Background: an optimization exercise with open tools, aiming at small area and a short achievable clock period. Do not read the settings as production practice. RTL that was checked went through simulation tests only; none was proved equivalent to the original. For runs 3 to 5, only the layout was checked, not whether the RTL still works. Power figures rest on the tool's default switching activity, not on a simulated workload. No driver is modelled on the clock port, so clocking that relies on it looks cheaper here than on a real chip.

**design.v**
```verilog
module integral_image_engine #(
    parameter int IMG_W  = 160,
    parameter int IMG_H  = 120,
    parameter int PIX_W  = 4,
    parameter int SUM_W  = 20,
    parameter int ADDR_W = 15
) (
    input  logic              clk,
    input  logic              rst_n,
    input  logic              frame_start,
    input  logic              pix_valid,
    input  logic [PIX_W-1:0]  pix_data,
    input  logic [1:0]        mode,
    input  logic              arm,
    output logic              wr_en,
    output logic [ADDR_W-1:0] wr_addr,
    output logic [SUM_W-1:0]  wr_data,
    output logic              frame_done,
    output logic              busy,
    output logic              overflow
);
    localparam int XW = (IMG_W > 1) ? $clog2(IMG_W) : 1;
    localparam int CW0 = $clog2(IMG_H * ((1 << PIX_W) - 1) + 1);
    localparam int CW  = (CW0 < SUM_W) ? CW0 : SUM_W;
    localparam int CHW = CW - PIX_W;
    localparam logic [XW-1:0] X_LAST = XW'(IMG_W - 1);
    localparam logic [ADDR_W-1:0] A_PRE_LAST = ADDR_W'((IMG_H - 1) * IMG_W - 1);
    localparam logic [1:0] MODE_CONT   = 2'b00;
    localparam logic [1:0] MODE_SINGLE = 2'b01;
    logic [XW-1:0]     x;
    logic              in_frame;
    logic              capture;
    logic              armed;
    logic              x_nz;        
    logic              y_nz;        
    logic              y_end;       
    logic [IMG_W*CW-1:0] sr;
    logic [CW-1:0]       tail;
    logic                pend;
    logic [CW-1:0]       above;
    logic [CW-1:0]       head_next;
    logic              decision;
    logic              cap_now;
    logic              accept;
    logic              x_first, y_first, x_last, y_last;
    logic              last_pix;
    logic              in_frame_next;
    logic [ADDR_W-1:0] cur_addr;
    logic [SUM_W-1:0]  base;       
    logic [SUM_W-1:0]  acc_q;      
    logic [ADDR_W-1:0] addr_q;     
    logic [SUM_W-1:0]  acc;        
    logic [SUM_W-1:0]  base16;     
    logic [SUM_W-1:0]  ii;
    logic [CHW-1:0]    above_hi_inc;
    logic [CW-1:0]     col_new;
    assign head_next = pend ? sr[3*CW-1:2*CW] : sr[2*CW-1:CW];
    logic [ADDR_W-1:0] addr_inc, addr_c;
    logic [XW-1:0]     x_inc, x_c;
    logic [CHW-1:0]    above_hi, above_c;
    logic [SUM_W-1:0]  b_op, b_g, b_p, b_c;         
    logic [SUM_W-1:0]  s_op, k_op, s_g, s_p, s_c;   
    localparam logic [SUM_W-1:0] K16 = SUM_W'(1 << PIX_W);
    integral_image_prefix #(.W(ADDR_W), .GW(1)) u_addr_c (
        .g(addr_q[0]), .p(addr_q), .c(addr_c));
    assign addr_inc = addr_q ^ {addr_c[ADDR_W-2:0], 1'b1};
    integral_image_prefix #(.W(XW), .GW(1)) u_x_c (
        .g(x[0]), .p(x), .c(x_c));
    assign x_inc = x ^ {x_c[XW-2:0], 1'b1};
    assign above_hi = above[CW-1:PIX_W];
    integral_image_prefix #(.W(CHW), .GW(1)) u_above_c (
        .g(above_hi[0]), .p(above_hi), .c(above_c));
    assign above_hi_inc = above_hi ^ {above_c[CHW-2:0], 1'b1};
    assign acc  = ~x_nz ? '0 : acc_q;
    assign b_op = SUM_W'(above);
    assign b_g  = acc & b_op;
    assign b_p  = acc ^ b_op;
    integral_image_prefix #(.W(SUM_W), .GW(CW)) u_base_c (
        .g(b_g[CW-1:0]), .p(b_p), .c(b_c));
    assign base = b_p ^ {b_c[SUM_W-2:0], 1'b0};
    assign s_op = acc ^ b_op ^ K16;
    assign k_op = ((acc & b_op) | ((acc | b_op) & K16)) << 1;
    assign s_g  = s_op & k_op;
    assign s_p  = s_op ^ k_op;
    integral_image_prefix #(.W(SUM_W), .GW(CW + 1)) u_base16_c (
        .g(s_g[CW:0]), .p(s_p), .c(s_c));
    assign base16 = s_p ^ {s_c[SUM_W-2:0], 1'b0};
    integral_image_pix_add #(.W(SUM_W), .PIX_W(PIX_W)) u_ii_add (
        .pix(pix_data), .restart(frame_start), .lo(base[PIX_W-1:0]),
        .hi(base[SUM_W-1:PIX_W]), .hi_inc(base16[SUM_W-1:PIX_W]), .sum(ii));
    integral_image_pix_add #(.W(CW), .PIX_W(PIX_W)) u_col_add (
        .pix(pix_data), .restart(frame_start), .lo(above[PIX_W-1:0]),
        .hi(above[CW-1:PIX_W]), .hi_inc(above_hi_inc), .sum(col_new));
    always_comb begin
        decision = 1'b0;
        case (mode)
            MODE_CONT:   decision = 1'b1;
            MODE_SINGLE: decision = armed | arm;
            default:     decision = 1'b0;
        endcase
        cap_now = frame_start ? decision : capture;
        accept  = pix_valid & (frame_start | in_frame);
        x_first  = ~x_nz;
        y_first  = ~y_nz;
        x_last   = (x == X_LAST);
        y_last   = y_end;
        last_pix = ~frame_start & x_last & y_last;
        if (accept) in_frame_next = ~last_pix;
        else        in_frame_next = frame_start | in_frame;
        cur_addr = (frame_start | (x_first & y_first)) ? '0 : addr_inc;
    end
    always_ff @(posedge clk) begin
        if (pend) begin
            sr <= {tail, sr[IMG_W*CW-1:CW]};
        end
        if (accept) begin
            tail   <= col_new;
            acc_q  <= ii;
            addr_q <= cur_addr;
        end
        if (frame_start) begin
            above <= '0;
        end else if (accept) begin
            above <= (y_first & ~x_last) ? '0 : head_next;
        end
    end
    always_ff @(posedge clk or negedge rst_n) begin
        if (!rst_n) begin
            x          <= '0;
            y_end      <= (IMG_H == 1);
            x_nz       <= 1'b0;
            y_nz       <= 1'b0;
            in_frame   <= 1'b0;
            pend       <= 1'b0;
            capture    <= 1'b0;
            armed      <= 1'b0;
            wr_en      <= 1'b0;
            wr_addr    <= '0;
            wr_data    <= '0;
            frame_done <= 1'b0;
            busy       <= 1'b0;
            overflow   <= 1'b0;
        end else begin
            if (accept) begin
                if (frame_start) begin
                    x      <= (IMG_W > 1) ? XW'(1) : '0;
                    y_end  <= (IMG_W > 1) ? (IMG_H == 1) : (IMG_H == 2);
                    x_nz   <= (IMG_W > 1);
                    y_nz   <= (IMG_W == 1);
                end else if (x_last) begin
                    x      <= '0;
                    y_end  <= (cur_addr == A_PRE_LAST);
                    x_nz   <= 1'b0;
                    y_nz   <= 1'b1;
                end else begin
                    x      <= x_inc;
                    x_nz   <= 1'b1;
                end
            end else if (frame_start) begin
                x      <= '0;
                y_end  <= (IMG_H == 1);
                x_nz   <= 1'b0;
                y_nz   <= 1'b0;
            end
            wr_addr    <= cur_addr;
            wr_data    <= ii;
            in_frame   <= in_frame_next;
            pend       <= accept;
            capture    <= cap_now;
            wr_en      <= accept & cap_now;
            frame_done <= accept & cap_now & last_pix;
            busy       <= cap_now & in_frame_next;
            if (frame_start) begin
                overflow <= 1'b0;
            end else if (pix_valid && !in_frame) begin
                overflow <= 1'b1;
            end
            if (frame_start && (mode == MODE_SINGLE)) begin
                armed <= 1'b0;
            end else if (arm) begin
                armed <= 1'b1;
            end
        end
    end
endmodule
module integral_image_pix_add #(
    parameter int W     = 20,
    parameter int PIX_W = 4
) (
    input  logic [PIX_W-1:0] pix,
    input  logic             restart,
    input  logic [PIX_W-1:0] lo,
    input  logic [W-PIX_W-1:0] hi,
    input  logic [W-PIX_W-1:0] hi_inc,
    output logic [W-1:0]     sum
);
    logic [PIX_W-1:0] g, t;
    logic [PIX_W:0]   c;
    logic             term;
    always_comb begin
        g = lo & pix;
        t = lo ^ pix;
        c = '0;
        for (int i = 1; i <= PIX_W; i++) begin
            for (int j = 0; j < i; j++) begin
                term = g[j];
                for (int k = j + 1; k < i; k++) term = term & t[k];
                c[i] = c[i] | term;
            end
        end
        if (restart)
            sum = W'(pix);
        else
            sum = {c[PIX_W] ? hi_inc : hi, t ^ c[PIX_W-1:0]};
    end
endmodule
module integral_image_prefix #(
    parameter int W  = 20,
    parameter int GW = 20
) (
    input  logic [GW-1:0] g,
    input  logic [W-1:0]  p,
    output logic [W-1:0]  c
);
    logic [W-1:0] gg, pg;
    always_comb begin
        gg = W'(g);
        pg = p;
        for (int d = 1; d < W; d = d * 2) begin
            gg = gg | (pg & (gg << d));
            pg = pg & ((pg << d) | W'((1 << d) - 1));
        end
        c = gg;
    end
endmodule
```
**flow/run.sh**
```bash
#!/bin/bash
# Standard ORFS layout; repair aims for a tighter setup target than the clock,
# and clock tree synthesis adds no dummy loads.
bash standard.sh SETUP_SLACK_MARGIN=6.8 MATCH_CELL_FOOTPRINT=0 \
  "CTS_ARGS=-sink_clustering_enable -repair_clock_nets -sink_clustering_size 30 -sink_clustering_max_diameter 80 -dont_use_dummy_load" \
  finish > standard.log 2>&1
```
**standard.sh**
```bash
#!/bin/bash
# synth_recipe.tcl (not shown) runs the flow's synth.tcl, then flattens the netlist and writes it again
# the make line also repeats each setting of config.mk as NAME=value (left out here)
make -C /OpenROAD-flow-scripts/flow DESIGN_CONFIG=/design/flow/config.mk WORK_HOME=/design/flow/orfs CLKGATE_MAP_FILE= SYNTH_SCRIPT=/design/flow/synth_recipe.tcl "${@:-finish}"
```
**config.mk**
```make
export PLATFORM = sky130hd
export DESIGN_NAME = integral_image_engine
export DESIGN_NICKNAME = integral_image_engine
export VERILOG_FILES = /design/flow/design.v
export SDC_FILE = /design/flow/constraint.sdc
export NUM_CORES = 4
export LEC_CHECK = 0
export ABC_CLOCK_PERIOD_IN_PS = 3000
export CAP_MARGIN = 20
export CORE_MARGIN = 2
export CORE_UTILIZATION = 55
export CTS_CLUSTER_DIAMETER = 80
export CTS_CLUSTER_SIZE = 30
export SLEW_MARGIN = 20
export SYNTH_HIERARCHICAL = 1
export SYNTH_MINIMUM_KEEP_SIZE = 0
```
**constraint.sdc**
```tcl
create_clock -name core_clock -period 10.0 [get_ports {clk}]
set_input_delay 2.0000 -clock core_clock [delete_from_list [all_inputs] [get_ports {clk}]]
set_output_delay 2.0000 -clock core_clock [all_outputs]
set_load 0.01 [all_outputs]
```
==> out/metrics.json, run 1 <==
{
  "global_route": {
    "vias_in_the_first_global_route": 19450,
    "gr-usage-all-layers": 0.1232,
    "first_pass_grt_wire_length_um": 109300,
    "overflow": 0,
    "grt_antenna_before_repair": 1,
    "grt_max_degree": 207
  },
  "critical_path": {
    "critPathCaptureType": "output port",
    "crit_family": "flip-flops",
    "timing.critical_path.buf_inv": 1,
    "startpoint_type": "flip-flop",
    "endpoint_of_the_lowest_slack_register_to_register_path": "sr[784]",
    "regToRegSetupSlack_ns": 6.88,
    "cp_data_required_time_ns": 8.00,
    "worstSetupPathType": "reg2out",
    "worstPathCellList": "buf_6",
    "rr_worst_depth": 2,
    "worst_path_max_delay_cell": "sky130_fd_sc_hd__dfrtp_1",
    "path_max_fanout": 1,
    "timing.rr.start": "pend",
    "max_stage_delay_ns": 0.42,
    "worstPathArrival_ns": 1.18
  },
  "sta": {
    "grt_setup_unrepaired": "yes",
    "fin_worst_skew_ns": 0.06109,
    "setup_viol_count_final": 0,
    "slew_at_the_pin_with_the_worst_max_slew_slack_ns": 1.016,
    "max_freq_mhz": 314.1,
    "finalCriticalPeriod_ns": 3.184,
    "finalMaxSlewViolations": 0,
    "final_min_period_over_clock_period": 0.3184,
    "fin_hold_ws_ns": 0.3910,
    "hold_viol": 0,
    "slew_headroom": 0.3229
  },
  "routing": {
    "first_pass_iteration_count_of_the_detailed_router": 5,
    "ant_nets": 0,
    "route.final.wire_length_um": 69760,
    "detail_route.vias_per_cell": 5.268,
    "drt_iter0_drc": 1952,
    "detail_route.drc_violations": 0,
    "final_routed_wire_length_divided_by_cell_count_um": 18.02,
    "vias": 20400
  },
  "min_path": {
    "whs_path_depth": 0,
    "hold-path-endpoint": "sr[1738]",
    "worst_hold_startpoint": "sr[1749]",
    "hp-class": "reg2reg"
  },
  "cts": {
    "cts_buffers": 74,
    "ctsRootBufferMaster": "sky130_fd_sc_hd__clkbuf_16",
    "cts.path.max_buffers": 3,
    "clkSinkCount": 1860,
    "clkLatencyLatePin_ns": 0.68,
    "tritoncts": "yes",
    "path_clk_slew_ns": 0.10,
    "htree_num_levels": 3,
    "cts_hold_buf": 0
  },
  "placement": {
    "globalplace.congestion": 0.7846,
    "place_hpwl_um": 31630,
    "portBuffers": 49,
    "placed_area_um2": 61280,
    "placed_cells_incl_taps": 3793
  },
  "floorplan": {
    "ios": 50,
    "floorplan.die.width_um": 331.4,
    "core-area_um2": 106800,
    "initial_core_util": 0.5523,
    "floorplan.die_area_um2": 109800,
    "rows": 120,
    "die-height_um": 331.4
  },
  "yosys": {
    "number_of_warnings_printed_during_yosys_synthesis": 14,
    "post_synth_inst_count": 2348,
    "mappedNetlistArea_um2": 58960,
    "post_syn_nets": 2394,
    "syn_avg_cell_area_um2": 25.11
  },
  "power_and_ir_drop": {
    "p_total_uw": 12810,
    "irDropWorstVdd_v": 0.0001408,
    "power_density_nw_per_um2": 202.5,
    "leakage_power_figure_uw": 0.02143
  },
  "layout": {
    "n_antenna_cell": 0,
    "sequential_cell_area_um2": 55480,
    "fill_cells": 7341,
    "syn2layout_area_growth_pct": 7.296,
    "final_layout_size_suffix_gt1_frac": 0.07817,
    "multi_input_comb_area_um2": 3352,
    "post-route-cell-area_um2": 63260,
    "utilization": 0.5926,
    "post_layout_nonfiller_instances": 3872,
    "final_net_count": 2517
  },
  "status": {
    "status": "finished clean"
  },
  "job": {
    "cap_violations": 0
  }
}
## timing repair
item                       in CTS  in global routing
setup buffers                   2                  2
gates cloned                    1                  0
setup endpoints to repair     135                811
pin swaps                       3                  4
resized for setup             109                 35
## how the worst max path moves through the flow
stage / start / depth (start not counted) / slack, ns / end
6_report: wr_data[10] / 1 / 6.82 / wr_data[10]
5_1_grt: wr_data[6] / 1 / 6.75 / wr_data[6]
4_1_cts: wr_data[6] / 1 / 6.74 / wr_data[6]
3_5_place_dp: pix_data[1] / 7 / 5.49 / acc_q[8]
3_3_place_gp: pix_data[1] / 6 / 5.25 / acc_q[7]
2_1_floorplan: pend / 3 / -3.61 / above[0]
## stage by stage
step | TNS, ns | setup slack (ns)
after floorplan | -4457.56 | -3.610
after global placement | 0 | 5.247
after detailed placement | 0 | 5.490
after CTS | 0 | 6.736
after global routing | 0 | 6.748
final | 0 | 6.816
## registers in the layout, indices dropped and copies added (netlist names)
signal      count
sr           1749
acc_q          20
wr_data        20
addr_q         15
wr_addr        15
above          11
tail           11
x               8
armed           1
busy            1
capture         1
frame_done      1
in_frame        1
overflow        1
pend            1
wr_en           1
x_nz            1
y_end           1
y_nz            1
## report_power, final
| part | switching, uW | internal, uW |
|---|---|---|
| clock network | 2030 | 1340 |
| logic | 208 | 75.6 |
| registers | 137 | 9020 |
| total | 2370 | 10400 |
## per-layer routing
layer	vias up	GRT usage	routed length [um]
li1	9356	-	-
met1	10730	0.2081	37000
met5	-	0	0
met3	97	0.02210	2144
met2	218	0.1649	28900
met4	0	0.03604	1719
## placed cells by master (no fill, tap or decap), types with 14 or more instances in the layout
| cell type | count |
|---|---|
| sky130_fd_sc_hd__clkbuf_16 | 75 |
| sky130_fd_sc_hd__mux2i_1 | 25 |
| sky130_fd_sc_hd__xor2_1 | 27 |
| sky130_fd_sc_hd__xnor2_1 | 31 |
| sky130_fd_sc_hd__o21ai_1 | 17 |
| sky130_fd_sc_hd__a21o_1 | 15 |
| sky130_fd_sc_hd__a21oi_1 | 15 |
| sky130_fd_sc_hd__clkbuf_2 | 29 |
| sky130_fd_sc_hd__dfrtp_1 | 52 |
| sky130_fd_sc_hd__nor2_1 | 32 |
| sky130_fd_sc_hd__inv_1 | 31 |
| sky130_fd_sc_hd__and2_1 | 14 |
| sky130_fd_sc_hd__nand2_1 | 47 |
| sky130_fd_sc_hd__nand2b_1 | 51 |
| sky130_fd_sc_hd__edfxtp_1 | 1795 |
| sky130_fd_sc_hd__ha_1 | 30 |
## cell type report
| cell class | instances | area share |
|---|---|---|
| clock buffer | 74 | 0.02927 |
| inverter | 33 | 0.002116 |
| multi-input combinational | 434 | 0.05299 |
| sequential | 1860 | 0.8770 |
| tap | 1403 | 0.02775 |
| timing repair buffer | 68 | 0.01086 |
==> run 2: changes to the inputs <==
==> flow/run.sh (replaced) <==
#!/bin/bash
# Standard ORFS layout; repair aims for a tighter setup target than the clock,
# and clock tree synthesis adds no dummy loads.
bash standard.sh SETUP_SLACK_MARGIN=6.8 MATCH_CELL_FOOTPRINT=0 \
  "CTS_ARGS=-sink_clustering_enable -repair_clock_nets -sink_clustering_size 33 -sink_clustering_max_diameter 80 -dont_use_dummy_load" \
  finish > standard.log 2>&1
==> out/metrics.json, run 2 <==
{
  "critical_path": {
    "endpoint": "wr_data[6]",
    "cp_data_required_time_ns": 8.00,
    "worstPathArrival_ns": 1.19,
    "startpoint_type": "flip-flop",
    "critPathCaptureType": "output port",
    "worstPathCellList": "clkbuf_2",
    "max_stage_delay_ns": 0.42,
    "worst_path_max_delay_cell": "sky130_fd_sc_hd__dfrtp_1",
    "worstSetupPathType": "reg2out",
    "path_depth": 1,
    "timing.rr.start": "x_nz",
    "rr_worst_depth": 11,
    "crit_family": "flip-flops",
    "regToRegSetupSlack_ns": 6.94,
    "timing.critical_path.buf_inv": 1,
    "endpoint_of_the_lowest_slack_register_to_register_path": "acc_q[9]",
    "cp-startpoint": "wr_data[6]",
    "path_max_fanout": 1
  },
  "cts": {
    "ctsRootBufferMaster": "sky130_fd_sc_hd__clkbuf_16",
    "cts.path.max_buffers": 3,
    "path_clk_slew_ns": 0.11,
    "tritoncts": "yes",
    "clkSinkCount": 1860,
    "clkLatencyLatePin_ns": 0.65,
    "cts_buffers": 70,
    "htree_num_levels": 3
  },
  "routing": {
    "route.final.wire_length_um": 69870,
    "final_routed_wire_length_divided_by_cell_count_um": 18.06,
    "drt_iter0_drc": 1935,
    "detail_route.vias_per_cell": 5.280,
    "detail_route.drc_violations": 0,
    "ant_nets": 0,
    "vias": 20430,
    "first_pass_iteration_count_of_the_detailed_router": 5
  },
  "floorplan": {
    "floorplan.die.width_um": 331.4,
    "floorplan.die_area_um2": 109800,
    "core-area_um2": 106800,
    "die-height_um": 331.4,
    "ios": 50,
    "initial_core_util": 0.5523,
    "rows": 120
  },
  "job": {
    "cap_violations": 0
  },
  "sta": {
    "fin_hold_ws_ns": 0.3877,
    "setup_viol_count_final": 0,
    "finalCriticalPeriod_ns": 3.190,
    "max_freq_mhz": 313.4,
    "post-route-worst-setup-slack_ns": 6.810,
    "fin_worst_skew_ns": 0.05058,
    "hold_viol": 0,
    "grt_setup_unrepaired": "yes",
    "final_min_period_over_clock_period": 0.3190,
    "slew_at_the_pin_with_the_worst_max_slew_slack_ns": 1.035,
    "slew_headroom": 0.3099,
    "finalMaxSlewViolations": 0
  },
  "yosys": {
    "post_synth_inst_count": 2348,
    "post_syn_nets": 2394,
    "number_of_warnings_printed_during_yosys_synthesis": 14,
    "syn_avg_cell_area_um2": 25.11,
    "mappedNetlistArea_um2": 58960
  },
  "global_route": {
    "gr-usage-all-layers": 0.1237,
    "overflow": 0,
    "grt_antenna_before_repair": 1,
    "first_pass_grt_wire_length_um": 109600,
    "grt_max_degree": 207,
    "vias_in_the_first_global_route": 19420
  },
  "min_path": {
    "hp-class": "reg2reg"
  },
  "layout": {
    "final_net_count": 2514,
    "largest_reg_flops": 1749,
    "syn2layout_area_growth_pct": 7.135,
    "top_register": "sr",
    "multi_input_comb_area_um2": 3341,
    "most_common_cell_after_layout_fill_and_taps_aside": "sky130_fd_sc_hd__edfxtp_1",
    "largestRegisters": "sr x1749, acc_q x20, wr_data x20",
    "final_layout_size_suffix_gt1_frac": 0.07583,
    "layout.cells.most_common_list": "sky130_fd_sc_hd__edfxtp_1, sky130_fd_sc_hd__clkbuf_16, sky130_fd_sc_hd__dfrtp_1",
    "fill_cells": 7342,
    "n_antenna_cell": 0,
    "sequential_cell_area_um2": 55480
  },
  "placement": {
    "preCtsSetupSlack_ns": 5.490,
    "place_hpwl_um": 31630,
    "portBuffers": 49,
    "globalplace.congestion": 0.7846
  },
  "power_and_ir_drop": {
    "power_density_nw_per_um2": 201.7,
    "leakage_power_figure_uw": 0.02140,
    "irDropWorstVdd_v": 0.0001372
  },
  "status": {
    "status": "finished clean"
  }
}
## run 2: cell types whose count changed in the layout (fill, tap and decap cells not counted), sizes merged
cell	delta
clkbuf	-3
## run 2: cell type report
class	count	area share
flip-flops and latches	1860	0.8783
multi-input cells	434	0.05289
well taps	1403	0.02779
clock buffers	70	0.02773
repair buffers	69	0.01113
inverters	33	0.002119
## run 2: how the worst min path moves through the flow
| stage | depth (start not counted) | to | startpoint | slack (ns) |
|---|---|---|---|---|
| after floorplan | 0 | sr[1000] | sr[1011] | 0.40 |
| after global placement | 0 | sr[1568] | sr[1579] | 0.40 |
| after detailed placement | 0 | sr[1018] | sr[1029] | 0.40 |
| after CTS | 0 | sr[1019] | sr[1030] | 0.38 |
| after global routing | 0 | sr[1019] | sr[1030] | 0.38 |
| final | 0 | sr[1019] | sr[1030] | 0.39 |
## run 2: what timing repair did
action	CTS	global route
cloned	1	1
resized for setup	111	28
setup endpoints to repair	135	759
pin swaps	3	4
hold buffers	0	0
hold endpoints to repair	0	0
buffers inserted	2	2
## run 2: power breakdown
| part | leakage (uW) | internal, uW | switching (uW) | total, uW |
|---|---|---|---|---|
| combinational | 0.00217 | 74.8 | 208 | 283 |
| sequential | 0.0184 | 9020 | 137 | 9160 |
| clock | 0.000863 | 1270 | 2020 | 3300 |
## run 2: routing by layer
metal / GRT usage / vias to the layer above / part of all wire
li1: - / 9351 / -
met1: 0.2095 / 10730 / 0.53
met2: 0.1652 / 251 / 0.41
met3: 0.02280 / 98 / 0.033
met4: 0.03459 / 0 / 0.024
met5: 0 / - / 0
## run 2: stage by stage
stage | area (um2) | total power (uW) | utilization | cells | TNS (ns)
after floorplan | 58960 | 9600 | - | 2348 | -4457.56
after global placement | 61270 | 9588 | 0.5739 | 3792 | 0
after detailed placement | 61280 | 9601 | 0.5741 | 3793 | 0
after CTS | 63000 | 12930 | 0.5902 | 3866 | 0
after global routing | 63170 | 13230 | 0.5917 | 3869 | 0
final | 63170 | 12740 | 0.5917 | 3869 | 0
==> run 3: changes to the inputs <==
--- a/design.v
+++ b/design.v
@@ -49,3 +49,2 @@
     logic [SUM_W-1:0]  base;       
-    logic [SUM_W-1:0]  acc_q;      
     logic [ADDR_W-1:0] addr_q;     
@@ -73,3 +72,3 @@
     assign above_hi_inc = above_hi ^ {above_c[CHW-2:0], 1'b1};
-    assign acc  = ~x_nz ? '0 : acc_q;
+    assign acc  = ~x_nz ? '0 : wr_data;
     assign b_op = SUM_W'(above);
@@ -117,3 +116,2 @@
             tail   <= col_new;
-            acc_q  <= ii;
             addr_q <= cur_addr;
@@ -144,2 +142,3 @@
             if (accept) begin
+                wr_data <= ii;
                 if (frame_start) begin
@@ -165,3 +164,2 @@
             wr_addr    <= cur_addr;
-            wr_data    <= ii;
             in_frame   <= in_frame_next;
==> flow/run.sh (replaced) <==
#!/bin/bash
# Standard ORFS layout; repair aims for a tighter setup target than the clock,
# and clock tree synthesis adds no dummy loads.
bash standard.sh SETUP_SLACK_MARGIN=6.8 MATCH_CELL_FOOTPRINT=0 \
  "CTS_ARGS=-sink_clustering_enable -repair_clock_nets -sink_clustering_size 30 -sink_clustering_max_diameter 80 -dont_use_dummy_load" \
  finish > standard.log 2>&1
==> out/metrics.json, run 3 <==
{
  "critical_path": {
    "worstPathArrival_ns": 1.21,
    "cp-startpoint": "wr_data[6]",
    "endpoint_of_the_lowest_slack_register_to_register_path": "wr_data[7]",
    "startpoint_type": "flip-flop",
    "timing.critical_path.buf_inv": 1,
    "rr_worst_depth": 13,
    "worst_path_max_delay_cell": "sky130_fd_sc_hd__dfrtp_1",
    "path_depth": 1,
    "max_stage_delay_ns": 0.42,
    "timing.rr.start": "x_nz",
    "regToRegSetupSlack_ns": 6.96,
    "path_max_fanout": 2,
    "cp_data_required_time_ns": 8.00,
    "critPathCaptureType": "output port",
    "worstPathCellList": "buf_6",
    "crit_family": "flip-flops",
    "worstSetupPathType": "reg2out"
  },
  "global_route": {
    "global_route.usage.met1": 0.2221,
    "met3_usage": 0.02318,
    "first_pass_grt_wire_length_um": 114300,
    "grt_max_degree": 185,
    "grt_antenna_before_repair": 0,
    "layer_carrying_the_most_global_route_usage": "met1",
    "vias_in_the_first_global_route": 20080,
    "gr-usage-met2": 0.1828,
    "overflow": 0,
    "gr-usage-all-layers": 0.1331
  },
  "power_and_ir_drop": {
    "leakage_power_figure_uw": 0.02169,
    "power.switching_fraction": 0.1853,
    "clock_network_fraction_of_total_power": 0.265,
    "sequentialPowerShare": 0.713,
    "power_frac_comb": 0.022,
    "net-switching-power_uw": 2354,
    "power_density_nw_per_um2": 201.2,
    "intPower_uw": 10350,
    "p_total_uw": 12700,
    "irDropWorstVdd_v": 0.0001515
  },
  "cts": {
    "cts_buffers": 75,
    "clkSinkCount": 1840,
    "ctsRootBufferMaster": "sky130_fd_sc_hd__clkbuf_16",
    "cts.path.max_buffers": 3,
    "clkLatencyLatePin_ns": 0.65,
    "cts_hold_buf": 0,
    "path_clk_slew_ns": 0.11,
    "tritoncts": "yes",
    "htree_num_levels": 3
  },
  "yosys": {
    "number_of_warnings_printed_during_yosys_synthesis": 14,
    "post_syn_nets": 2435,
    "mappedNetlistArea_um2": 58580,
    "syn_avg_cell_area_um2": 24.52,
    "post_synth_inst_count": 2389
  },
  "routing": {
    "detail_route.vias_per_cell": 5.249,
    "route.final.wire_length_um": 72690,
    "ant_nets": 0,
    "detail_route.drc_violations": 0,
    "final_routed_wire_length_divided_by_cell_count_um": 18.49,
    "drt_iter0_drc": 1960,
    "first_pass_iteration_count_of_the_detailed_router": 5,
    "vias": 20640
  },
  "placement": {
    "preCtsSetupSlack_ns": 5.058,
    "place_hpwl_um": 34430,
    "portBuffers": 49,
    "globalplace.congestion": 0.7844
  },
  "min_path": {
    "worst_hold_startpoint": "sr[1759]",
    "whs_path_depth": 0,
    "hold-path-endpoint": "sr[1748]",
    "hp-class": "reg2reg"
  },
  "floorplan": {
    "rows": 119,
    "die-height_um": 330.4,
    "initial_core_util": 0.5557,
    "core-area_um2": 105400,
    "floorplan.die_area_um2": 109100,
    "floorplan.die.width_um": 330.4,
    "ios": 50
  },
  "layout": {
    "final_layout_size_suffix_gt1_frac": 0.08501,
    "largestRegisters": "sr x1749, wr_data x20",
    "layout.cells.most_common_list": "sky130_fd_sc_hd__edfxtp_1, sky130_fd_sc_hd__nand2_1, sky130_fd_sc_hd__clkbuf_16",
    "n_antenna_cell": 0,
    "final_net_count": 2589,
    "syn2layout_area_growth_pct": 7.751,
    "most_common_cell_after_layout_fill_and_taps_aside": "sky130_fd_sc_hd__edfxtp_1",
    "utilization": 0.5988,
    "top_register": "sr",
    "largest_reg_flops": 1749
  },
  "sta": {
    "slew_at_the_pin_with_the_worst_max_slew_slack_ns": 1.032,
    "slew_headroom": 0.3118,
    "post-route-worst-setup-slack_ns": 6.793,
    "max_freq_mhz": 311.8,
    "finalMaxSlewViolations": 0,
    "setup_viol_count_final": 0,
    "fin_hold_ws_ns": 0.3458,
    "fin_worst_skew_ns": 0.06730,
    "finalCriticalPeriod_ns": 3.207,
    "final_min_period_over_clock_period": 0.3207,
    "grt_setup_unrepaired": "yes",
    "hold_viol": 0
  },
  "status": {
    "status": "finished clean"
  },
  "job": {
    "cap_violations": 0
  }
}
## run 3: per-layer routing
layer  wire length, um  vias to the layer above
li1                  -                     9512
met1             37820                    10780
met2             30870                      235
met3              2259                      109
met4              1727                        0
met5                 0                        -
## run 3: final cells by class
| type | count | area, um2 |
|---|---|---|
| repair inverters | 1 | 8.758 |
| well taps | 1391 | 1740 |
| inverters | 32 | 132.6 |
| multi-input cells | 495 | 3518 |
| clock buffers | 75 | 1877 |
| fillers | 7309 | 42290 |
| repair buffers | 98 | 963.4 |
| flip-flops and latches | 1840 | 54880 |
## run 3: worst max-delay path by stage
stage / endpoint / slack, ns
6_report: wr_data[6] / 6.79
4_1_cts: wr_data[6] / 6.73
5_1_grt: wr_data[6] / 6.72
3_3_place_gp: y_end / 5.21
3_5_place_dp: y_end / 5.06
2_1_floorplan: above[4] / -3.62
## run 3: repair_timing
action,CTS,global route
endpoints found under the setup margin,625,557
cloned,3,2
resized for setup,146,12
setup buffers,24,3
pin swaps,3,3
## run 3: metrics by stage
stage / TNS, ns / cell area, um2 / cells
2_1_floorplan: -4457.53 / 58580 / 2389
3_3_place_gp: 0 / 60880 / 3825
3_5_place_dp: 0 / 60880 / 3825
4_1_cts: 0 / 63030 / 3927
5_1_grt: 0 / 63120 / 3932
6_report: 0 / 63120 / 3932
## run 3: power groups by stage
stage | Combinational [uW] | Sequential [uW] | Clock (uW)
after CTS | 284 | 9060 | 3550
final | 281 | 9050 | 3370
after global routing | 313 | 9100 | 3780
after global placement | 253 | 9220 | 0
after floorplan | 77.8 | 9410 | 0
after detailed placement | 265 | 9220 | 0
==> run 4: changes to the inputs <==
--- a/design.v
+++ b/design.v
@@ -49,3 +49,3 @@
     logic [SUM_W-1:0]  base;       
-    logic [ADDR_W-1:0] addr_q;     
+    logic [SUM_W-1:0]  acc_q;      
     logic [SUM_W-1:0]  acc;        
@@ -63,4 +63,4 @@
     integral_image_prefix #(.W(ADDR_W), .GW(1)) u_addr_c (
-        .g(addr_q[0]), .p(addr_q), .c(addr_c));
-    assign addr_inc = addr_q ^ {addr_c[ADDR_W-2:0], 1'b1};
+        .g(wr_addr[0]), .p(wr_addr), .c(addr_c));
+    assign addr_inc = wr_addr ^ {addr_c[ADDR_W-2:0], 1'b1};
     integral_image_prefix #(.W(XW), .GW(1)) u_x_c (
@@ -72,3 +72,3 @@
     assign above_hi_inc = above_hi ^ {above_c[CHW-2:0], 1'b1};
-    assign acc  = ~x_nz ? '0 : wr_data;
+    assign acc  = ~x_nz ? '0 : acc_q;
     assign b_op = SUM_W'(above);
@@ -116,3 +116,3 @@
             tail   <= col_new;
-            addr_q <= cur_addr;
+            acc_q  <= ii;
         end
@@ -142,3 +142,3 @@
             if (accept) begin
-                wr_data <= ii;
+                wr_addr <= cur_addr;
                 if (frame_start) begin
@@ -163,3 +163,3 @@
             end
-            wr_addr    <= cur_addr;
+            wr_data    <= ii;
             in_frame   <= in_frame_next;
==> out/metrics.json, run 4 <==
{
  "placement": {
    "place_hpwl_um": 34620,
    "globalplace.congestion": 0.7838,
    "portBuffers": 49,
    "placed_cells_incl_taps": 3808
  },
  "power_and_ir_drop": {
    "p_total_uw": 12710,
    "power_density_nw_per_um2": 201.2,
    "leakage_power_figure_uw": 0.02157,
    "irDropWorstVdd_v": 0.0001204
  },
  "yosys": {
    "syn_avg_cell_area_um2": 24.74,
    "post_syn_nets": 2419,
    "mappedNetlistArea_um2": 58700,
    "post_synth_inst_count": 2373,
    "number_of_warnings_printed_during_yosys_synthesis": 14
  },
  "global_route": {
    "vias_in_the_first_global_route": 20030,
    "overflow": 0,
    "gr-usage-all-layers": 0.1315,
    "first_pass_grt_wire_length_um": 113500,
    "grt_max_degree": 206,
    "grt_antenna_before_repair": 1
  },
  "routing": {
    "first_pass_iteration_count_of_the_detailed_router": 6,
    "drt_iter0_drc": 2250,
    "route.final.wire_length_um": 72660,
    "final_routed_wire_length_divided_by_cell_count_um": 18.60,
    "detail_route.vias_per_cell": 5.275,
    "vias": 20610,
    "detail_route.drc_violations": 0,
    "ant_nets": 0
  },
  "min_path": {
    "hold-path-endpoint": "sr[277]",
    "worst_hold_startpoint": "sr[288]",
    "hp-class": "reg2reg",
    "whs_path_depth": 0
  },
  "job": {
    "cap_violations": 0
  },
  "cts": {
    "cts.path.max_buffers": 3,
    "path_clk_slew_ns": 0.11,
    "clkSinkCount": 1845,
    "cts_buffers": 74,
    "htree_num_levels": 3,
    "clkLatencyLatePin_ns": 0.64,
    "tritoncts": "yes",
    "cts_hold_buf": 0,
    "ctsRootBufferMaster": "sky130_fd_sc_hd__clkbuf_16"
  },
  "critical_path": {
    "max_stage_delay_ns": 0.47,
    "startpoint_type": "flip-flop",
    "worst_path_max_delay_cell": "sky130_fd_sc_hd__dfrtp_2",
    "cp_data_required_time_ns": 8.00,
    "endpoint_of_the_lowest_slack_register_to_register_path": "acc_q[6]",
    "crit_family": "flip-flops",
    "rr_worst_depth": 11,
    "timing.critical_path.buf_inv": 1,
    "worstPathCellList": "buf_6",
    "worstPathArrival_ns": 1.25,
    "worstSetupPathType": "reg2out",
    "path_max_fanout": 1,
    "critPathCaptureType": "output port",
    "regToRegSetupSlack_ns": 6.94,
    "timing.rr.start": "x_nz"
  },
  "floorplan": {
    "floorplan.die_area_um2": 109400,
    "rows": 119,
    "die-height_um": 330.7,
    "ios": 50,
    "floorplan.die.width_um": 330.7,
    "core-area_um2": 105600,
    "initial_core_util": 0.5561
  },
  "layout": {
    "largestRegisters": "sr x1749, acc_q x20, wr_data x20",
    "n_antenna_cell": 0,
    "syn2layout_area_growth_pct": 7.590,
    "layout.cells.most_common_list": "sky130_fd_sc_hd__edfxtp_1, sky130_fd_sc_hd__clkbuf_16, sky130_fd_sc_hd__nand2_1",
    "final_net_count": 2564,
    "utilization": 0.5983,
    "final_layout_size_suffix_gt1_frac": 0.09221,
    "top_register": "sr",
    "largest_reg_flops": 1749,
    "most_common_cell_after_layout_fill_and_taps_aside": "sky130_fd_sc_hd__edfxtp_1",
    "post_layout_nonfiller_instances": 3907
  },
  "sta": {
    "finalMaxSlewViolations": 0,
    "slew_headroom": 0.3180,
    "grt_setup_unrepaired": "yes",
    "setup_viol_count_final": 0,
    "fin_hold_ws_ns": 0.3825,
    "fin_worst_skew_ns": 0.03794,
    "slew_at_the_pin_with_the_worst_max_slew_slack_ns": 1.023,
    "hold_viol": 0,
    "totalNegativeSetupSlack_ns": 0,
    "max_freq_mhz": 307.7,
    "final_min_period_over_clock_period": 0.3249,
    "finalCriticalPeriod_ns": 3.249
  },
  "status": {
    "status": "finished clean"
  }
}
run 4: cell type report:
| type | instances | area (um2) |
|---|---|---|
| flip-flops and latches | 1845 | 55050 |
| fillers | 7153 | 42410 |
| multi-input cells | 473 | 3506 |
| clock buffers | 74 | 1852 |
| well taps | 1391 | 1740 |
| repair buffers | 92 | 889.6 |
| inverters | 32 | 123.9 |
run 4: repair_timing:
item / 4_1_cts / 5_1_grt
endpoints found under the hold margin: 0 / 0
cloned: 1 / 1
gates resized for setup: 139 / 34
buffers inserted: 21 / 2
pin swaps: 4 / 2
setup endpoints to repair: 212 / 831
run 4: per-layer routing:
metal | wire length, um | global-route usage
met4 | 1882 | 0.03954
met2 | 30420 | 0.1799
met1 | 38230 | 0.2190
met5 | 0 | 0
met3 | 2131 | 0.02216
run 4: where the power goes:
part	total (uW)	leakage, uW	switching, uW	internal, uW
sequential	9070	0.0182	133	8940
combinational	273	0.00244	203	69.8
clock	3360	0.000912	2020	1340
run 4: worst max path at each step:
stage / startpoint / end / cells after the start / slack, ns
floorplan: pend / above[4] / 3 / -2.81
global placement: pix_data[1] / acc_q[19] / 6 / 5.18
detailed placement: pix_data[1] / acc_q[17] / 7 / 5.41
CTS: wr_data[8] / wr_data[8] / 1 / 6.67
global route: wr_data[7] / wr_data[7] / 1 / 6.67
finish: wr_data[8] / wr_data[8] / 1 / 6.75
run 4: per-stage QoR:
| step | area (um2) | setup WS, ns |
|---|---|---|
| floorplan | 58710 | -2.806 |
| global placement | 61000 | 5.176 |
| detailed placement | 61010 | 5.406 |
| CTS | 63000 | 6.670 |
| global route | 63160 | 6.675 |
| finish | 63160 | 6.751 |
==> run 5: changes to the inputs <==
--- a/design.v
+++ b/design.v
@@ -25,3 +25,8 @@
     localparam int CHW = CW - PIX_W;
-    localparam logic [XW-1:0] X_LAST = XW'(IMG_W - 1);
+    localparam int XL0 = (IMG_W % 32 == 0) ? 5 : (IMG_W % 16 == 0) ? 4 :
+                         (IMG_W % 8 == 0) ? 3 : (IMG_W % 4 == 0) ? 2 :
+                         (IMG_W % 2 == 0) ? 1 : 0;
+    localparam int XL  = (XL0 < XW) ? XL0 : XW - 1;
+    localparam int XHW = XW - XL;
+    localparam logic [XHW-1:0] XH_LAST = XHW'((IMG_W - 1) >> XL);
     localparam logic [ADDR_W-1:0] A_PRE_LAST = ADDR_W'((IMG_H - 1) * IMG_W - 1);
@@ -29,3 +34,4 @@
     localparam logic [1:0] MODE_SINGLE = 2'b01;
-    logic [XW-1:0]     x;
+    logic [XHW-1:0]    xh;
+    logic              x_lo_max;    
     logic              in_frame;
@@ -50,2 +56,3 @@
     logic [SUM_W-1:0]  acc_q;      
+    logic [ADDR_W-1:0] addr_q;     
     logic [SUM_W-1:0]  acc;        
@@ -57,3 +64,3 @@
     logic [ADDR_W-1:0] addr_inc, addr_c;
-    logic [XW-1:0]     x_inc, x_c;
+    logic [XHW-1:0]    x_inc, x_c;
     logic [CHW-1:0]    above_hi, above_c;
@@ -63,7 +70,19 @@
     integral_image_prefix #(.W(ADDR_W), .GW(1)) u_addr_c (
-        .g(wr_addr[0]), .p(wr_addr), .c(addr_c));
-    assign addr_inc = wr_addr ^ {addr_c[ADDR_W-2:0], 1'b1};
-    integral_image_prefix #(.W(XW), .GW(1)) u_x_c (
-        .g(x[0]), .p(x), .c(x_c));
-    assign x_inc = x ^ {x_c[XW-2:0], 1'b1};
+        .g(addr_q[0]), .p(addr_q), .c(addr_c));
+    assign addr_inc = addr_q ^ {addr_c[ADDR_W-2:0], 1'b1};
+    generate
+        if (XHW > 1) begin : g_xh_inc
+            integral_image_prefix #(.W(XHW), .GW(1)) u_x_c (
+                .g(xh[0]), .p(xh), .c(x_c));
+            assign x_inc = xh ^ {x_c[XHW-2:0], 1'b1};
+        end else begin : g_xh_inc1
+            assign x_c   = '0;
+            assign x_inc = ~xh;
+        end
+        if (XL > 0) begin : g_x_lo
+            assign x_lo_max = (&addr_inc[XL-1:0]) & ~(x_first & y_first);
+        end else begin : g_x_lo0
+            assign x_lo_max = 1'b1;
+        end
+    endgenerate
     assign above_hi = above[CW-1:PIX_W];
@@ -103,3 +122,3 @@
         y_first  = ~y_nz;
-        x_last   = (x == X_LAST);
+        x_last   = (xh == XH_LAST) & x_lo_max;
         y_last   = y_end;
@@ -117,2 +136,3 @@
             acc_q  <= ii;
+            addr_q <= cur_addr;
         end
@@ -126,3 +146,3 @@
         if (!rst_n) begin
-            x          <= '0;
+            xh         <= '0;
             y_end      <= (IMG_H == 1);
@@ -142,5 +162,4 @@
             if (accept) begin
-                wr_addr <= cur_addr;
                 if (frame_start) begin
-                    x      <= (IMG_W > 1) ? XW'(1) : '0;
+                    xh     <= (XL == 0 && IMG_W > 1) ? XHW'(1) : '0;
                     y_end  <= (IMG_W > 1) ? (IMG_H == 1) : (IMG_H == 2);
@@ -149,3 +168,3 @@
                 end else if (x_last) begin
-                    x      <= '0;
+                    xh     <= '0;
                     y_end  <= (cur_addr == A_PRE_LAST);
@@ -154,3 +173,3 @@
                 end else begin
-                    x      <= x_inc;
+                    if (x_lo_max) xh <= x_inc;
                     x_nz   <= 1'b1;
@@ -158,3 +177,3 @@
             end else if (frame_start) begin
-                x      <= '0;
+                xh     <= '0;
                 y_end  <= (IMG_H == 1);
@@ -163,2 +182,3 @@
             end
+            wr_addr    <= cur_addr;
             wr_data    <= ii;
==> out/metrics.json, run 5 <==
{
  "cts": {
    "clkSinkCount": 1855,
    "ctsRootBufferMaster": "sky130_fd_sc_hd__clkbuf_16",
    "cts_hold_buf": 0,
    "path_clk_slew_ns": 0.11,
    "htree_num_levels": 3,
    "cts.path.max_buffers": 3,
    "tritoncts": "yes",
    "clkLatencyLatePin_ns": 0.66,
    "cts_buffers": 74
  },
  "placement": {
    "place_hpwl_um": 33060,
    "portBuffers": 49,
    "globalplace.congestion": 0.7942
  },
  "yosys": {
    "post_synth_inst_count": 2336,
    "post_syn_nets": 2382,
    "number_of_warnings_printed_during_yosys_synthesis": 14,
    "mappedNetlistArea_um2": 58780,
    "syn_avg_cell_area_um2": 25.16
  },
  "layout": {
    "syn2layout_area_growth_pct": 7.406,
    "top_register": "sr",
    "largestRegisters": "sr x1749, acc_q x20, wr_data x20",
    "final_layout_size_suffix_gt1_frac": 0.08201,
    "most_common_cell_after_layout_fill_and_taps_aside": "sky130_fd_sc_hd__edfxtp_1",
    "n_antenna_cell": 0,
    "layout.cells.most_common_list": "sky130_fd_sc_hd__edfxtp_1, sky130_fd_sc_hd__clkbuf_16, sky130_fd_sc_hd__nand2_1",
    "final_net_count": 2511,
    "largest_reg_flops": 1749
  },
  "power_and_ir_drop": {
    "net-switching-power_uw": 2370,
    "p_total_uw": 12780,
    "power.switching_fraction": 0.1854,
    "irDropWorstVdd_v": 0.0001186,
    "intPower_uw": 10410,
    "power_frac_comb": 0.023,
    "sequentialPowerShare": 0.714,
    "clock_network_fraction_of_total_power": 0.262,
    "power_density_nw_per_um2": 202.5,
    "leakage_power_figure_uw": 0.02141
  },
  "routing": {
    "route.final.wire_length_um": 70750,
    "first_pass_iteration_count_of_the_detailed_router": 5,
    "detail_route.drc_violations": 0,
    "ant_nets": 0,
    "detail_route.vias_per_cell": 5.286,
    "vias": 20370,
    "final_routed_wire_length_divided_by_cell_count_um": 18.36,
    "drt_iter0_drc": 2266
  },
  "floorplan": {
    "core-area_um2": 105700,
    "die-height_um": 330.9,
    "floorplan.die.width_um": 330.9,
    "floorplan.die_area_um2": 109500,
    "rows": 119,
    "ios": 50,
    "initial_core_util": 0.5560
  },
  "critical_path": {
    "crit_family": "flip-flops",
    "worstPathCellList": "buf_6",
    "startpoint_type": "flip-flop",
    "cp_data_required_time_ns": 8.00,
    "endpoint_of_the_lowest_slack_register_to_register_path": "acc_q[14]",
    "worst_path_max_delay_cell": "sky130_fd_sc_hd__dfrtp_1",
    "path_max_fanout": 2,
    "rr_worst_depth": 10,
    "worstPathArrival_ns": 1.20,
    "regToRegSetupSlack_ns": 6.88,
    "max_stage_delay_ns": 0.42,
    "worstSetupPathType": "reg2out",
    "timing.critical_path.buf_inv": 1,
    "critPathCaptureType": "output port",
    "timing.rr.start": "x_nz"
  },
  "sta": {
    "hold_viol": 0,
    "final_min_period_over_clock_period": 0.3197,
    "fin_worst_skew_ns": 0.05051,
    "finalCriticalPeriod_ns": 3.197,
    "slew_headroom": 0.3077,
    "setup_viol_count_final": 0,
    "max_freq_mhz": 312.8,
    "finalMaxSlewViolations": 0,
    "grt_setup_unrepaired": "yes",
    "totalNegativeSetupSlack_ns": 0,
    "slew_at_the_pin_with_the_worst_max_slew_slack_ns": 1.038
  },
  "global_route": {
    "vias_in_the_first_global_route": 19660,
    "gr-usage-all-layers": 0.1282,
    "grt_antenna_before_repair": 0,
    "overflow": 0,
    "first_pass_grt_wire_length_um": 110900,
    "grt_max_degree": 201
  },
  "min_path": {
    "hold-path-endpoint": "sr[1352]",
    "worst_hold_startpoint": "sr[1363]",
    "hp-class": "reg2reg",
    "whs_path_depth": 0
  },
  "job": {
    "cap_violations": 0
  },
  "status": {
    "status": "finished clean"
  }
}
==> run 5: worst max path at each step <==
stage,cells past startpoint,endpoint,slack [ns],start
final,1,overflow,6.80,overflow
after global routing,1,overflow,6.73,overflow
after CTS,1,wr_data[5],6.72,wr_data[5]
after detailed placement,6,acc_q[14],5.17,pix_data[1]
after global placement,6,acc_q[9],5.25,pix_data[1]
after floorplan,2,above[9],-11.58,pend
==> run 5: timing repair <==
action	CTS	global route
pin swaps	3	2
endpoints found under the hold margin	0	0
gates resized for setup	111	25
cloned	2	0
setup buffers	4	3
endpoints found under the setup margin	332	94
==> run 5: layout make-up <==
| class | instances | area, um2 |
|---|---|---|
| flip-flops and latches | 1855 | 55360 |
| well taps | 1391 | 1740 |
| repair buffers | 73 | 701.9 |
| fillers | 7250 | 42590 |
| multi-input cells | 430 | 3362 |
| inverters | 31 | 116.4 |
| clock buffers | 74 | 1852 |
==> run 5: layer usage <==
layer,global-route usage,vias to the layer above,part of all wire,wire [um]
met1,0.2156,10730,0.53,37390
met4,0.03604,0,0.022,1582
met5,0,-,0,0
met3,0.02342,101,0.029,2046
li1,-,9314,-,-
met2,0.1730,230,0.42,29740
==> run 5: stage by stage <==
stage                     cells  area (um2)  hold WS (ns)  worst slack [ns]    util
after global routing       3854       63130        0.3871             6.730  0.5972
after floorplan            2336       58780        0.4003            -11.58       -
final                      3854       63130        0.3832             6.803  0.5972
after CTS                  3850       62950        0.3864             6.724  0.5955
after global placement     3770       61080        0.4018             5.252  0.5778
after detailed placement   3770       61090        0.4045             5.168  0.5779
==> run 5: power groups by stage <==
stage	registers, uW	logic (uW)	clock network [uW]
floorplan	9620	90.6	0
global placement	9300	271	0
detailed placement	9300	287	0
CTS	9140	291	3560
global route	9170	332	3780
finish	9130	299	3360

-- re-timing with driven ports --
How much do the figures lean on ideal ports? The routed layouts below were timed once more, with nothing changed but the port constraints. Step 1, drivers: a clkbuf_16 drives clk and a buf_2 each remaining input, both assumed. Step 2 moves the port delays by t, midway between the first and last clock arrival at a register: inputs arrive t later, outputs are due t later. That takes back most of the time a late clock gives input paths. a / b / c = ideal / step 1 / step 2; a / b = the first two.
| run | t, ns | slack for setup (ns) | worst register clock-pin slew, ns |
|---|---|---|---|
| run 1 | 0.702 | 6.816 / 6.753 / 6.198 | 0.11 / 0.11 |
| run 2 | 0.696 | 6.810 / 6.747 / 6.192 | 0.12 / 0.12 |
| run 3 | 0.691 | 6.793 / 6.729 / 6.217 | 0.11 / 0.11 |
| run 4 | 0.702 | 6.751 / 6.684 / 6.158 | 0.11 / 0.11 |
| run 5 | 0.699 | 6.803 / 6.740 / 6.147 | 0.11 / 0.11 |
After both steps every run listed still meets setup and hold. For run 5, which loses most, drivers alone change the setup slack by -0.063 ns; drivers and shift together by -0.656 ns.
